This design comes from an exercise in tuning for small area, a short achievable clock period and few clock cycles per item on the open sky130 flow, not from production work.
In this exercise RTL edits were held to simulation tests only and were not proved equivalent to the original.
Power figures rest on the tool's default switching activity, not on a simulated workload.

`design/flow/config.mk`:
```
export PLATFORM = sky130hd
export DESIGN_NAME = key_value_table
export DESIGN_NICKNAME = key_value_table
export VERILOG_FILES = /design/flow/design.v
export SDC_FILE = /design/flow/constraint.sdc
export NUM_CORES = 4
export LEC_CHECK = 0
export CAP_MARGIN = 20
export CORE_MARGIN = 2
export CORE_UTILIZATION = 40
export SLEW_MARGIN = 20
```
`design/flow/constraint.sdc`:
```
create_clock -name core_clock -period 4.0 [get_ports {i_clk}]
set_input_delay 0.8000 -clock core_clock [delete_from_list [all_inputs] [get_ports {i_clk}]]
set_output_delay 0.8000 -clock core_clock [all_outputs]
set_load 0.01 [all_outputs]
```
`design/flow/design.v`:
```
package kvt_pkg;
    localparam int ENTRIES = 16;
    localparam int KEY_W   = 32;
    localparam int VAL_W   = 32;
    localparam int OP_W    = 2;
    localparam logic [OP_W-1:0] OP_DEFINE = 2'd0;
    localparam logic [OP_W-1:0] OP_LOOKUP = 2'd1;
    localparam logic [OP_W-1:0] OP_DELETE = 2'd2;
    localparam logic [OP_W-1:0] OP_UNUSED = 2'd3;
endpackage
module kvt_cell
(
    input  logic                      i_clk,
    input  logic                      i_rst_n,
    input  logic [kvt_pkg::KEY_W-1:0] i_key,
    input  logic [kvt_pkg::VAL_W-1:0] i_value,
    input  logic                      i_upd,     
    input  logic                      i_del,     
    input  logic                      i_ins,     
    output logic                      o_valid,
    output logic                      o_match,
    output logic [kvt_pkg::VAL_W-1:0] o_value
);
    logic                      r_valid;
    logic [kvt_pkg::KEY_W-1:0] r_key;
    logic [kvt_pkg::VAL_W-1:0] r_value;
    assign o_match = r_valid && (r_key == i_key);
    always_ff @(posedge i_clk) begin
        if (!i_rst_n) begin
            r_valid <= 1'b0;
        end else if (i_ins) begin
            r_valid <= 1'b1;
        end else if (i_del && o_match) begin
            r_valid <= 1'b0;
        end
    end
    always_ff @(posedge i_clk) begin
        if (!r_valid) begin
            r_key <= i_key;
        end
        if (!r_valid || (i_upd && o_match)) begin
            r_value <= i_value;
        end
    end
    assign o_valid = r_valid;
    assign o_value = r_value;
endmodule
module key_value_table
(
    input  logic        i_clk,
    input  logic        i_rst_n,
    input  logic        i_s_axis_tvalid,
    output logic        o_s_axis_tready,
    input  logic [63:0] i_s_axis_tdata,    
    input  logic [1:0]  i_s_axis_tuser,    
    output logic        o_m_axis_tvalid,
    input  logic        i_m_axis_tready,
    output logic [31:0] o_m_axis_tdata,    
    output logic [1:0]  o_m_axis_tuser     
);
    localparam int N = kvt_pkg::ENTRIES;
    logic                      r_req_valid;
    logic [kvt_pkg::OP_W-1:0]  r_op;
    logic [kvt_pkg::KEY_W-1:0] r_key;
    logic [kvt_pkg::VAL_W-1:0] r_value;
    logic                      r_out_valid;
    logic                      r_found;
    logic                      r_full;
    logic [kvt_pkg::VAL_W-1:0] r_value_out;
    logic                      w_advance;
    logic                      w_exec;
    logic                      w_define;
    logic                      w_delete;
    logic                      w_hit;
    logic                      w_full;
    logic [N-1:0]              w_valid;
    logic [N-1:0]              w_match;
    logic [N-1:0]              w_free;
    logic [N-1:0]              w_ins;
    logic [kvt_pkg::VAL_W-1:0] w_value [N];
    logic [kvt_pkg::VAL_W-1:0] w_read;
    assign w_advance       = !r_out_valid || i_m_axis_tready;
    assign w_exec          = r_req_valid && w_advance;
    assign o_s_axis_tready = !r_req_valid || w_advance;
    assign w_define = w_exec && (r_op == kvt_pkg::OP_DEFINE);
    assign w_delete = w_exec && (r_op == kvt_pkg::OP_DELETE);
    for (genvar g = 0; g < N; g++) begin : g_cell
        kvt_cell u_cell (
            .i_clk   (i_clk),
            .i_rst_n (i_rst_n),
            .i_key   (r_key),
            .i_value (r_value),
            .i_upd   (w_define),
            .i_del   (w_delete),
            .i_ins   (w_ins[g]),
            .o_valid (w_valid[g]),
            .o_match (w_match[g]),
            .o_value (w_value[g])
        );
    end
    always_comb begin
        logic seen;
        seen = 1'b0;
        for (int i = 0; i < N; i++) begin
            w_free[i] = !w_valid[i] && !seen;
            seen      = seen || !w_valid[i];
        end
    end
    assign w_hit  = |w_match;
    assign w_full = &w_valid;
    assign w_ins  = (w_define && !w_hit) ? w_free : '0;
    always_comb begin
        w_read = '0;
        for (int i = 0; i < N; i++) begin
            w_read = w_read | (w_match[i] ? w_value[i] : '0);
        end
    end
    always_ff @(posedge i_clk) begin
        if (!i_rst_n) begin
            r_req_valid <= 1'b0;
            r_out_valid <= 1'b0;
        end else begin
            if (o_s_axis_tready) begin
                r_req_valid <= i_s_axis_tvalid;
            end
            if (w_advance) begin
                r_out_valid <= r_req_valid;
            end
        end
    end
    always_ff @(posedge i_clk) begin
        if (o_s_axis_tready) begin
            r_op    <= i_s_axis_tuser;
            r_key   <= i_s_axis_tdata[31:0];
            r_value <= i_s_axis_tdata[63:32];
        end
        if (w_advance) begin
            r_found     <= w_hit && (r_op != kvt_pkg::OP_UNUSED);
            r_full      <= (r_op == kvt_pkg::OP_DEFINE) && !w_hit && w_full;
            r_value_out <= (r_op == kvt_pkg::OP_LOOKUP) ? w_read : '0;
        end
    end
    assign o_m_axis_tvalid = r_out_valid;
    assign o_m_axis_tdata  = r_value_out;
    assign o_m_axis_tuser  = {r_full, r_found};
endmodule
```
`design/flow/run.sh`:
```
#!/bin/bash
# synth_recipe.tcl (not shown) runs the flow's synth.tcl, then flattens the netlist and writes it again
# the make line also repeats each setting of config.mk as NAME=value (left out here)
make -C /OpenROAD-flow-scripts/flow DESIGN_CONFIG=/design/flow/config.mk WORK_HOME=/design/flow/orfs CLKGATE_MAP_FILE= SYNTH_SCRIPT=/design/flow/synth_recipe.tcl finish
```
==> impl_metrics.tcl, run 1 <==
set metrics [dict create \
    max_slew_margin 0.456 \
    hp-class "register to register" \
    drc 0 \
    clkLatencyLatePin_ps 730 \
    synth_edf_count 1124 \
    status "no timing/DRC/antenna violations" \
    ys_ff_latch 1142 \
    met3_usage 0.0406 \
    ir_drop_v 0.000491 \
    antenna_found_initial 2 \
    fillers 9549 \
    required_ps 4580 \
    grt_busiest_layer "met2" \
    die_h_um 341 \
    io_pins 106 \
    cts_sinks 1142 \
    grt_usage 0.206 \
    critPathMostFrequentCell "buf_4" \
    gp_congestion 0.812 \
    synth.area.mux_share 0 \
    tightest_slew_ps 810 \
    end_kind "register" \
    grt_start_max_net_pins 39 \
    synth.area.top_cells "edfxtp_1, xor2_1, nor4_1" \
    cts_resized 0 \
    via_per_inst 5.69 \
    min_period_ps 3580 \
    synthArstFlopShare 0 \
    synth-simple-area-share 0.0685 \
    crit_path_start_kind "register" \
    hpwl_um 67300 \
    drt_iter0_drc 2719 \
    synth_commonest_cells "edfxtp_1, xor2_1, nor4_1" \
    reg2reg_slack_ps 420 \
    syn-instance-count 2636 \
    cts_tree "yes" \
    r2r-start "r_key[4]$_DFFE_PP_" \
    powerDensity_mw_per_mm2 488 \
    finalHoldViolCount 0 \
    whs_endpoint "g_cell[4].u_cell.r_valid$_SDFFE_PN0P_" \
    syn_area_mm2 0.0455 \
    leakage_uw 0.0182 \
    die_w_um 341 \
    synth_top_family_by_area "XOR/XNOR gates" \
    yosys_most_used_dff "edfxtp_1" \
    coreArea_mm2 0.113 \
    rsz0062_at_grt "false" \
    pwr-share-comb 0.052 \
    cts.path.max_buffers 3 \
    synth_xor_area_frac 0.0963 \
    final.setup.worst_slack_ps 425 \
    p_sw_frac 0.222 \
    p_int_uw 20000 \
    area_growth_pct 15.9 \
    detail-route-antenna-nets 0 \
    finalSetupTns_ps 0 \
    crit_fanout 21 \
    gr-usage-met2 0.323 \
    seqPwrFrac 0.550 \
    synth_top_area_frac 0.742 \
    grt_pass1_vias 25700 \
    setup_viol 0 \
    hold_ws_ps 570 \
    fp-row-count 123 \
    post_cts.repair.setup_buffers 0 \
    hold_depth 2 \
    num_vias 25500 \
    start_util 0.404 \
    synth_fp_nets 2706 \
    skew_ps 50.5 \
    root_buffer "clkbuf_16" \
    slowest_stage "a2111oi_0" \
    timing.max_cap.violations 0 \
    critical_path_class "register to register" \
    use_met1 0.285 \
    syn_avg_cell_area_um2 17.2 \
    hold_start "g_cell[4].u_cell.r_valid$_SDFFE_PN0P_" \
    grt-ovfl-total 0 \
    cts_buffers 116 \
    synth_top_area_cell "edfxtp_1" \
    fin_nets 2942 \
    ys_seq_area_frac 0.750 \
    fmax_mhz 280 \
    slew_violations 0 \
    reg2reg_to "g_cell[5].u_cell.r_valid$_SDFFE_PN0P_" \
    synth-compound-area-share 0.0605 \
    cp_cell_sequence "buf_4 > buf_4 > xor2_1 > nor4_1 > and4b_1 > a2111oi_0 > and4_1 > nand3_2 > o41ai_1" \
    grt_pass1_wl_um 175000 \
    arrival_ps 4160 \
    ys_types 50 \
    numPortBuffers 105 \
    first_pass_iters 7 \
    reg2reg_depth 9 \
    ctsHoldBuffers 0 \
    die_area_mm2 0.116 \
    drive_above_1_share 0.114 \
    synth-adder-area-share 0 \
    synth_warnings 3 \
    clkTransAtPathRegs_ps 60 \
    max_stage_delay_ps 700 \
    avgRoutedWirePerCell_um 27.0 \
    synth.most_common_cell "edfxtp_1" \
    pre_cts_slack_ps 365 \
    cts_htree_levels 3 \
    fin_crit_sh 0.894 \
    power_switching_uw 5720 \
    postRouteWirelength_um 121000 \
    clkPwrFrac 0.398 \
]
[per-layer routing]
metal / wire [um] / share of wire
met1: 50500 / 0.42
met2: 55300 / 0.46
met3: 10400 / 0.086
met4: 4200 / 0.035
met5: 189 / 0.0016
[metrics by stage]
step | power [uW] | area (um2) | util | std cells
floorplan | 15100 | 45500 | - | 2636
global placement | 15700 | 49100 | 0.436 | 4254
detailed placement | 15700 | 49100 | 0.436 | 4254
CTS | 25900 | 52700 | 0.468 | 4473
global route | 26600 | 52700 | 0.468 | 4473
finish | 25700 | 52700 | 0.468 | 4474
[placed cells by master, fill, tap and decap left out, types with 26 or more instances in the layout]
master,n
nor2_1,26
a41oi_1,27
clkdlybuf4s50_1,105
edfxtp_1,1124
buf_4,97
nor3_1,28
clkbuf_16,117
nor4_1,178
xnor2_1,103
a22o_1,123
clkinv_1,32
xor2_1,397
a221oi_1,123
clkbuf_1,27
inv_1,26
nand4_1,59
buf_12,42
nand2_1,70
nand3_1,47
[sequential cells by signal (all words and copies together) (netlist names)]
register	cells
g_cell.u_cell.r_key	512
g_cell.u_cell.r_value	512
r_key	32
r_value	32
r_value_out	32
g_cell.u_cell.r_valid	16
r_op	2
r_found	1
r_full	1
r_out_valid	1
r_req_valid	1
[critical path: cells and delay by family (launching register included)]
family / cells / cell delay [ps]
xor gates and xnor gates: 1 / 210
and+or+nand+nor: 4 / 930
AOI/OAI and AO/OA: 2 / 1130
buffers and inverters: 2 / 740
DFF: 1 / 420
[worst max-delay path by stage]
| stage | startpoint | to | cells after the start |
|---|---|---|---|
| 3_5_place_dp | i_m_axis_tready | g_cell[13].u_cell.r_value[22]$_DFFE_PP_ | 7 |
| 3_3_place_gp | i_m_axis_tready | g_cell[13].u_cell.r_value[22]$_DFFE_PP_ | 7 |
| 4_1_cts | r_key[21]$_DFFE_PP_ | g_cell[5].u_cell.r_valid$_SDFFE_PN0P_ | 11 |
| 5_1_grt | r_key[21]$_DFFE_PP_ | g_cell[5].u_cell.r_valid$_SDFFE_PN0P_ | 11 |
| 6_report | r_key[4]$_DFFE_PP_ | g_cell[5].u_cell.r_valid$_SDFFE_PN0P_ | 9 |
| 2_1_floorplan | r_key[30]$_DFFE_PP_ | g_cell[8].u_cell.r_value[0]$_DFFE_PP_ | 9 |
[power groups by stage]
stage	Clock, uW	Sequential [uW]	Combinational [uW]
detailed placement	0	14400	1320
CTS	10400	14200	1330
global placement	0	14400	1310
floorplan	0	14300	793
global route	10900	14200	1440
finish	10200	14200	1330
[kinds of logic after synthesis]
kind of cell / count (synthesis)
buffers and inverters: 154
XOR/XNOR: 500
AO/OA/AOI/OAI: 320
AND/OR/NAND/NOR: 520
flip-flops: 1142
[layout make-up]
cell class | count | area, um2 | share of cell area
antenna | 1 | 2.50 | 0.0000475
sequential | 1142 | 34100 | 0.647
timing repair buffer | 244 | 2620 | 0.0497
clock buffer | 146 | 3060 | 0.0580
clock inverter | 73 | 566 | 0.0107
tap | 1500 | 1880 | 0.0356
inverter | 28 | 105 | 0.00199
multi-input combinational | 1340 | 10400 | 0.197
Testbench counts, summed over its fixed seeds: cycles 9,616, items 9,600.
==> run 2, diff against run 1 <==
--- a/design/flow/design.v
+++ b/design/flow/design.v
@@ -61,6 +61,5 @@
     localparam int N = kvt_pkg::ENTRIES;
-    logic                      r_req_valid;
-    logic [kvt_pkg::OP_W-1:0]  r_op;
-    logic [kvt_pkg::KEY_W-1:0] r_key;
-    logic [kvt_pkg::VAL_W-1:0] r_value;
+    logic [kvt_pkg::OP_W-1:0]  w_op;
+    logic [kvt_pkg::KEY_W-1:0] w_key;
+    logic [kvt_pkg::VAL_W-1:0] w_value_in;
     logic                      r_out_valid;
@@ -81,7 +80,10 @@
     logic [kvt_pkg::VAL_W-1:0] w_read;
+    assign w_op            = i_s_axis_tuser;
+    assign w_key           = i_s_axis_tdata[31:0];
+    assign w_value_in      = i_s_axis_tdata[63:32];
     assign w_advance       = !r_out_valid || i_m_axis_tready;
-    assign w_exec          = r_req_valid && w_advance;
-    assign o_s_axis_tready = !r_req_valid || w_advance;
-    assign w_define = w_exec && (r_op == kvt_pkg::OP_DEFINE);
-    assign w_delete = w_exec && (r_op == kvt_pkg::OP_DELETE);
+    assign w_exec          = i_s_axis_tvalid && w_advance;
+    assign o_s_axis_tready = w_advance;
+    assign w_define = w_exec && (w_op == kvt_pkg::OP_DEFINE);
+    assign w_delete = w_exec && (w_op == kvt_pkg::OP_DELETE);
     for (genvar g = 0; g < N; g++) begin : g_cell
@@ -90,4 +92,4 @@
             .i_rst_n (i_rst_n),
-            .i_key   (r_key),
-            .i_value (r_value),
+            .i_key   (w_key),
+            .i_value (w_value_in),
             .i_upd   (w_define),
@@ -119,10 +121,6 @@
         if (!i_rst_n) begin
-            r_req_valid <= 1'b0;
             r_out_valid <= 1'b0;
         end else begin
-            if (o_s_axis_tready) begin
-                r_req_valid <= i_s_axis_tvalid;
-            end
             if (w_advance) begin
-                r_out_valid <= r_req_valid;
+                r_out_valid <= i_s_axis_tvalid;
             end
@@ -131,11 +129,6 @@
     always_ff @(posedge i_clk) begin
-        if (o_s_axis_tready) begin
-            r_op    <= i_s_axis_tuser;
-            r_key   <= i_s_axis_tdata[31:0];
-            r_value <= i_s_axis_tdata[63:32];
-        end
         if (w_advance) begin
-            r_found     <= w_hit && (r_op != kvt_pkg::OP_UNUSED);
-            r_full      <= (r_op == kvt_pkg::OP_DEFINE) && !w_hit && w_full;
-            r_value_out <= (r_op == kvt_pkg::OP_LOOKUP) ? w_read : '0;
+            r_found     <= w_hit && (w_op != kvt_pkg::OP_UNUSED);
+            r_full      <= (w_op == kvt_pkg::OP_DEFINE) && !w_hit && w_full;
+            r_value_out <= (w_op == kvt_pkg::OP_LOOKUP) ? w_read : '0;
         end
==> run 2 against run 1 <==
Effect of this change: worst setup slack better by 360 ps; power is 6.3% lower; register-to-register slack better by 580 ps; utilization is 0.17 points higher; synthesized cell count is 12% lower; critical path type is now input pin to register; largest cell class unchanged; largest power group unchanged.
==> impl_metrics.tcl, run 2 <==
set metrics [dict create \
    status "no timing/DRC/antenna violations" \
    reg2reg_depth 8 \
    synth_top_area_cell "edfxtp_1" \
    cts_resized 0 \
    arrival_ps 3780 \
    grt_pass1_vias 23100 \
    synth_edf_count 1058 \
    yosys_most_used_dff "edfxtp_1" \
    cts_tree "yes" \
    hold_ws_ps 488 \
    synth-simple-area-share 0.0404 \
    finalSetupTns_ps 0 \
    synth_top_family_by_area "XOR/XNOR gates" \
    hold_depth 1 \
    required_ps 4570 \
    critical_path_class "input pin to register" \
    coreArea_mm2 0.105 \
    cts_buffers 108 \
    synthArstFlopShare 0 \
    reg_top3 "g_cell.u_cell.r_key (512), g_cell.u_cell.r_value (512), r_value_out (32)" \
    setup_viol 0 \
    area_growth_pct 16.9 \
    synth-adder-area-share 0 \
    skew_ps 40.6 \
    synth_xor_area_frac 0.106 \
    start_util 0.402 \
    finalHoldViolCount 0 \
    cts_htree_levels 3 \
    grt_pass1_wl_um 162000 \
    drc 0 \
    num_vias 22700 \
    die_h_um 328 \
    grt-ovfl-total 0 \
    max_slew_margin 0.313 \
    first_pass_iters 5 \
    ys_ff_latch 1075 \
    avgRoutedWirePerCell_um 27.6 \
    final_common_cell "edfxtp_1" \
    clkLatencyLatePin_ps 710 \
    die_area_mm2 0.108 \
    syn-instance-count 2320 \
    synth.area.mux_share 0 \
    tightest_slew_ps 1030 \
    ir_drop_v 0.000375 \
    rsz0062_at_grt "false" \
    cts.path.max_buffers 3 \
    synth.area.top_cells "edfxtp_1, xor2_1, a221oi_1" \
    antenna_found_initial 8 \
    postRouteWirelength_um 112000 \
    ctsHoldBuffers 0 \
    reg2reg_slack_ps 1000 \
    hpwl_um 63700 \
    layout_common_cells "edfxtp_1, xor2_1, a22o_1, a221oi_1, nor4_1" \
    powerDensity_mw_per_mm2 490 \
    grt_start_max_net_pins 36 \
    synth_top_area_frac 0.754 \
    postLayoutCoreUtil 0.469 \
    via_per_inst 5.59 \
    drive_above_1_share 0.147 \
    synth_warnings 3 \
    fmax_mhz 311 \
    fin_crit_sh 0.804 \
    synth_commonest_cells "edfxtp_1, xor2_1, a221oi_1, a22o_1, nor4_1" \
    post_cts.repair.setup_buffers 0 \
    crit_fanout 27 \
    io_pins 106 \
    r2r-start "g_cell[2].u_cell.r_key[12]$_DFFE_PN_" \
    leakage_uw 0.0176 \
    ys_types 39 \
    detail-route-antenna-nets 0 \
    slew_violations 0 \
    cts_sinks 1075 \
    hp-class "input pin to register" \
    clkTransAtPathRegs_ps 60 \
    gp_congestion 0.790 \
    syn_area_mm2 0.0421 \
    crit_path_start_kind "input pin" \
    root_buffer "clkbuf_16" \
    whs_endpoint "g_cell[3].u_cell.r_key[7]$_DFFE_PN_" \
    fp-row-count 119 \
    drt_iter0_drc 2535 \
    grt_usage 0.207 \
    die_w_um 328 \
    fin_nets 2641 \
    numPortBuffers 105 \
    synth.most_common_cell "edfxtp_1" \
    synth_fp_nets 2390 \
    hold_start "i_s_axis_tdata[7]" \
    timing.max_cap.violations 0 \
    reg2reg_to "g_cell[2].u_cell.r_value[19]$_DFFE_PP_" \
    end_kind "register" \
    syn_avg_cell_area_um2 18.2 \
    ys_seq_area_frac 0.763 \
    synth-compound-area-share 0.0645 \
    min_period_ps 3220 \
]
==> run 2: cell types whose count changed in the layout (fill, tap and decap cells not counted), moves of 32 or more <==
| cell | delta |
|---|---|
| xor2_1 | +95 |
| xnor2_1 | -84 |
| edfxtp_1 | -66 |
| nor4_1 | -62 |
| nand4_1 | -40 |
| nand2_1 | -35 |
| buf_2 | +32 |
| clkdlybuf4s50_1 | -32 |
==> run 2: layout make-up <==
type / instances / area, um2
inverters: 18 / 67.6
clock inverters: 55 / 517
fillers: 8838 / 55600
multi-input cells: 1102 / 8960
diodes: 2 / 5.00
flip-flops and latches: 1075 / 32100
clock buffers: 147 / 2970
well taps: 1391 / 1740
repair buffers: 266 / 2840
==> run 2: how the worst max path moves through the flow <==
stage	startpoint	to	slack [ps]	cells past startpoint
finish	i_s_axis_tdata[30]	g_cell[13].u_cell.r_valid$_SDFFE_PN0P_	780	11
global placement	i_s_axis_tdata[30]	r_value_out[20]$_SDFFCE_PP0N_	100	9
CTS	i_s_axis_tdata[30]	g_cell[13].u_cell.r_valid$_SDFFE_PN0P_	820	11
global route	i_s_axis_tdata[30]	g_cell[13].u_cell.r_valid$_SDFFE_PN0P_	680	11
detailed placement	i_s_axis_tdata[30]	g_cell[13].u_cell.r_valid$_SDFFE_PN0P_	100	11
floorplan	i_s_axis_tdata[10]	g_cell[12].u_cell.r_value[0]$_DFFE_PP_	570	10
==> run 2: cells by family (layout without fill, tap and decap cells) <==
kind of cell,after synthesis,count (layout)
other cells,0,2
buf+inv,143,486
compound gates,309,309
flops,1075,1075
xor+xnor,511,511
simple gates,282,282
==> run 2: worst max-delay path, cell delays in order <==
cell     delay (ps)
buf_2           470
buf_4           400
xor2_1          240
nor4_1           90
nand3_1         130
nor3_4           60
buf_12          180
nor4_1          350
and4_4          330
nand3_4         230
o41ai_1         420
==> run 2: metal layers <==
metal  wire, um  GRT usage  share of wire
met5         37          0        0.00033
met4       3180     0.0656          0.028
met3       8740     0.0403          0.078
met2      53500      0.338           0.48
met1      46500      0.281           0.42
==> run 2: where the power goes <==
part / internal [uW] / total, uW / switching, uW
combinational: 413 / 1090 / 674
clock: 5610 / 9870 / 4260
sequential: 13000 / 13200 / 211
==> run 2: stage by stage <==
| stage | cell area (um2) | power [uW] | setup slack (ps) | cells |
|---|---|---|---|---|
| global route | 49200 | 24800 | 680 | 4056 |
| detailed placement | 45700 | 14500 | 96.9 | 3852 |
| finish | 49200 | 24100 | 784 | 4056 |
| global placement | 45700 | 14400 | 104 | 3852 |
| CTS | 49200 | 24300 | 819 | 4054 |
| floorplan | 42100 | 13900 | 570 | 2320 |
Testbench counts of run 2, summed over its fixed seeds: cycles 9,608, items 9,600.
==> run 3, diff against run 2 <==
--- a/design/flow/config.mk
+++ b/design/flow/config.mk
@@ -10,2 +10,3 @@
 export CORE_UTILIZATION = 40
+export SETUP_SLACK_MARGIN = 2.0
 export SLEW_MARGIN = 20
==> run 3 against run 2 <==
Effect of this change: still clean; critical path depth increased by 2; sequential share of layout area decreased by 8.6 points; wire length increased by 35%; clock power about the same; final cell count increased by 8.3%; worst setup slack improved by 520 ps; clock skew decreased by 3.3 ps; hold slack got worse by 150 ps; utilization increased by 7.2 points; flip-flop and latch count unchanged; register-to-register slack improved by 330 ps; global-route usage increased by 5.4 points; critical endpoint is now r_value_out[6]$_SDFFCE_PP0N_; largest power group unchanged; highest routed layer unchanged.
==> impl_metrics.tcl, run 3 <==
set metrics [dict create \
    min_period_ps 2700 \
    cts_buffers 107 \
    ys_types 39 \
    crit_fanout 8 \
    start_util 0.402 \
    fin_crit_sh 0.675 \
    area_growth_pct 34.8 \
    postLayoutCoreUtil 0.541 \
    die_area_mm2 0.108 \
    critical_path_class "input pin to register" \
    grt_start_max_net_pins 35 \
    finalSetupTns_ps 0 \
    numPortBuffers 105 \
    first_pass_iters 6 \
    cts.path.max_buffers 3 \
    synth_top_area_frac 0.754 \
    synth_top_area_cell "edfxtp_1" \
    synthArstFlopShare 0 \
    hp-class "input pin to register" \
    drive_above_1_share 0.330 \
    syn-instance-count 2320 \
    num_vias 26400 \
    ys_seq_area_frac 0.763 \
    avgRoutedWirePerCell_um 34.5 \
    required_ps 4520 \
    io_pins 106 \
    grt_usage 0.262 \
    drc 0 \
    final.setup.worst_slack_ps 1300 \
    synth_warnings 3 \
    cts_sinks 1075 \
    grt_pass1_vias 24600 \
    critPathMostFrequentCell "buf_12" \
    cp_cell_sequence "buf_12 > buf_12 > buf_8 > xor2_1 > nor4_2 > nand4_1 > nor3_4 > buf_12 > buf_12 > buf_16 > a22o_1 > a221oi_1 > a41oi_1" \
    coreArea_mm2 0.105 \
    synth_edf_count 1058 \
    stdcell_count 4392 \
    synth.area.top_cells "edfxtp_1, xor2_1, a221oi_1" \
    drt_iter0_drc 4043 \
    slew_violations 0 \
    cts_tree "yes" \
    layout_common_cells "edfxtp_1, xor2_1, buf_4, buf_12, a22o_1" \
    skew_ps 37.2 \
    fmax_mhz 371 \
    final_common_cell "edfxtp_1" \
    fin_nets 2973 \
    grt-ovfl-total 0 \
    status "no timing/DRC/antenna violations" \
    syn_area_mm2 0.0421 \
    detail-route-antenna-nets 0 \
    reg_top3 "g_cell.u_cell.r_key (512), g_cell.u_cell.r_value (512), r_value_out (32)" \
    setup_viol 0 \
    finalHoldViolCount 0 \
    synth_commonest_cells "edfxtp_1, xor2_1, a221oi_1, a22o_1, nor4_1" \
    leakage_uw 0.0208 \
    clkLatencyLatePin_ps 720 \
    yosys_most_used_dff "edfxtp_1" \
    synth.most_common_cell "edfxtp_1" \
    ir_drop_v 0.000325 \
    antenna_found_initial 11 \
    gp_congestion 0.781 \
    postRouteWirelength_um 151000 \
    syn_avg_cell_area_um2 18.2 \
    cts_htree_levels 3 \
    tightest_slew_ps 788 \
    ctsHoldBuffers 0 \
    ys_ff_latch 1075 \
    root_buffer "clkbuf_16" \
    powerDensity_mw_per_mm2 434 \
    die_w_um 328 \
    dp_cells 3828 \
    timing.max_cap.violations 0 \
    grt_pass1_wl_um 196000 \
    rsz0062_at_grt "true" \
    slowest_stage "a41oi_1" \
    arrival_ps 3220 \
    synth_fp_nets 2390 \
    pre_cts_slack_ps 122 \
    hpwl_um 61600 \
    die_h_um 328 \
    hold_ws_ps 333 \
    max_stage_delay_ps 310 \
    fp-row-count 119 \
    max_slew_margin 0.474 \
    clkTransAtPathRegs_ps 70 \
    crit_path_start_kind "input pin" \
    end_kind "register" \
    via_per_inst 6.02 \
]
## run 3: cell counts after synthesis
No cell type changed its count.
## run 3: logic make-up after synthesis
| kind of cell | Yosys count | share of synthesized area |
|---|---|---|
| DFF | 1075 | 0.763 |
| xor gates and xnor gates | 511 | 0.106 |
| AOI/OAI and AO/OA | 309 | 0.0645 |
| and+or+nand+nor | 282 | 0.0404 |
| buffers and inverters | 143 | 0.0263 |
## run 3: what timing repair did
item / in CTS / in global routing
cloned: 83 / 14
setup buffers: 171 / 89
pin swaps: 143 / 95
setup endpoints to repair: 604 / 630
gates resized for setup: 504 / 197
## run 3: cell type report
cell class                      instances  area (um2)
Antenna cell                            5        12.5
Clock buffer                          133        2840
Clock inverter                         69         577
Fill cell                            7982       48100
Inverter                               18        90.1
Multi-Input combinational cell       1138       11500
Sequential cell                      1075       32100
Tap cell                             1391        1740
Timing Repair Buffer                  561        7870
Timing Repair inverter                  2        12.5
## run 3: where the power goes
group	internal, uW	total, uW	leakage (uW)	switching (uW)
Combinational	675	1600	0.00770	925
Clock	5450	9850	0.00168	4400
Sequential	13000	13200	0.0114	236
Total	19100	24600	0.0208	5560
## run 3: path summary, 6_finish.rpt
path | start | to | slack (ps) | cells after the start
worst max register to register | g_cell[13].u_cell.r_key[17]$_DFFE_PN_ | r_value_out[6]$_SDFFCE_PP0N_ | 1330 | 11
worst max-delay path | i_s_axis_tdata[15] | r_value_out[6]$_SDFFCE_PP0N_ | 1300 | 13
worst min-delay path | i_s_axis_tdata[26] | g_cell[13].u_cell.r_key[26]$_DFFE_PN_ | 330 | 1
worst min register to register | g_cell[3].u_cell.r_valid$_SDFFE_PN0P_ | g_cell[3].u_cell.r_valid$_SDFFE_PN0P_ | 590 | 2
## run 3: layer usage
layer	up-vias	share of wire	global-route usage
met5	-	0.00031	0
met4	6	0.052	0.113
met3	422	0.13	0.0689
met2	1980	0.45	0.396
met1	13600	0.37	0.358
li1	10400	-	-
## run 3: critical path: cells and delay by family
family | cells | cell delay [ps]
buffers and inverters | 6 | 850
and+or+nand+nor | 3 | 810
AOI/OAI and AO/OA | 3 | 520
xor gates and xnor gates | 1 | 190
## run 3: per-stage QoR
step	power (uW)	instance area, um2
2_1_floorplan	13900	42900
3_3_place_gp	14400	45700
3_5_place_dp	14500	45800
4_1_cts	24400	54700
5_1_grt	25200	56700
6_report	24600	56800

## what the ideal ports hide
The results above use ideal ports. As a check the final layouts listed here were re-extracted and re-timed, cells and wires unchanged.
Step 1: set_driving_cell puts a clkbuf_16 on i_clk and a buf_2 on each other input, an assumption about the parent block.
Step 2 moves the port delays by t, midway between the first and last clock arrival at a register: inputs arrive t later, outputs are due t later. That takes back most of the time a late clock gives input paths.
Slacks: ideal ports / drivers / drivers and shift; pairs: ideal ports / drivers.
run	t (ns)	setup WS [ns]	worst setup path after step 2
run 1	0.778	0.425 / 0.425 / 0.304	input to register
run 2	0.766	0.784 / 0.828 / 0.062	input to register
run 3	0.772	1.301 / 1.319 / 0.546	input to register
After both steps every run listed still meets setup and hold. For run 3, which loses most, drivers alone change the setup slack by +0.018 ns; drivers and shift together by -0.755 ns.
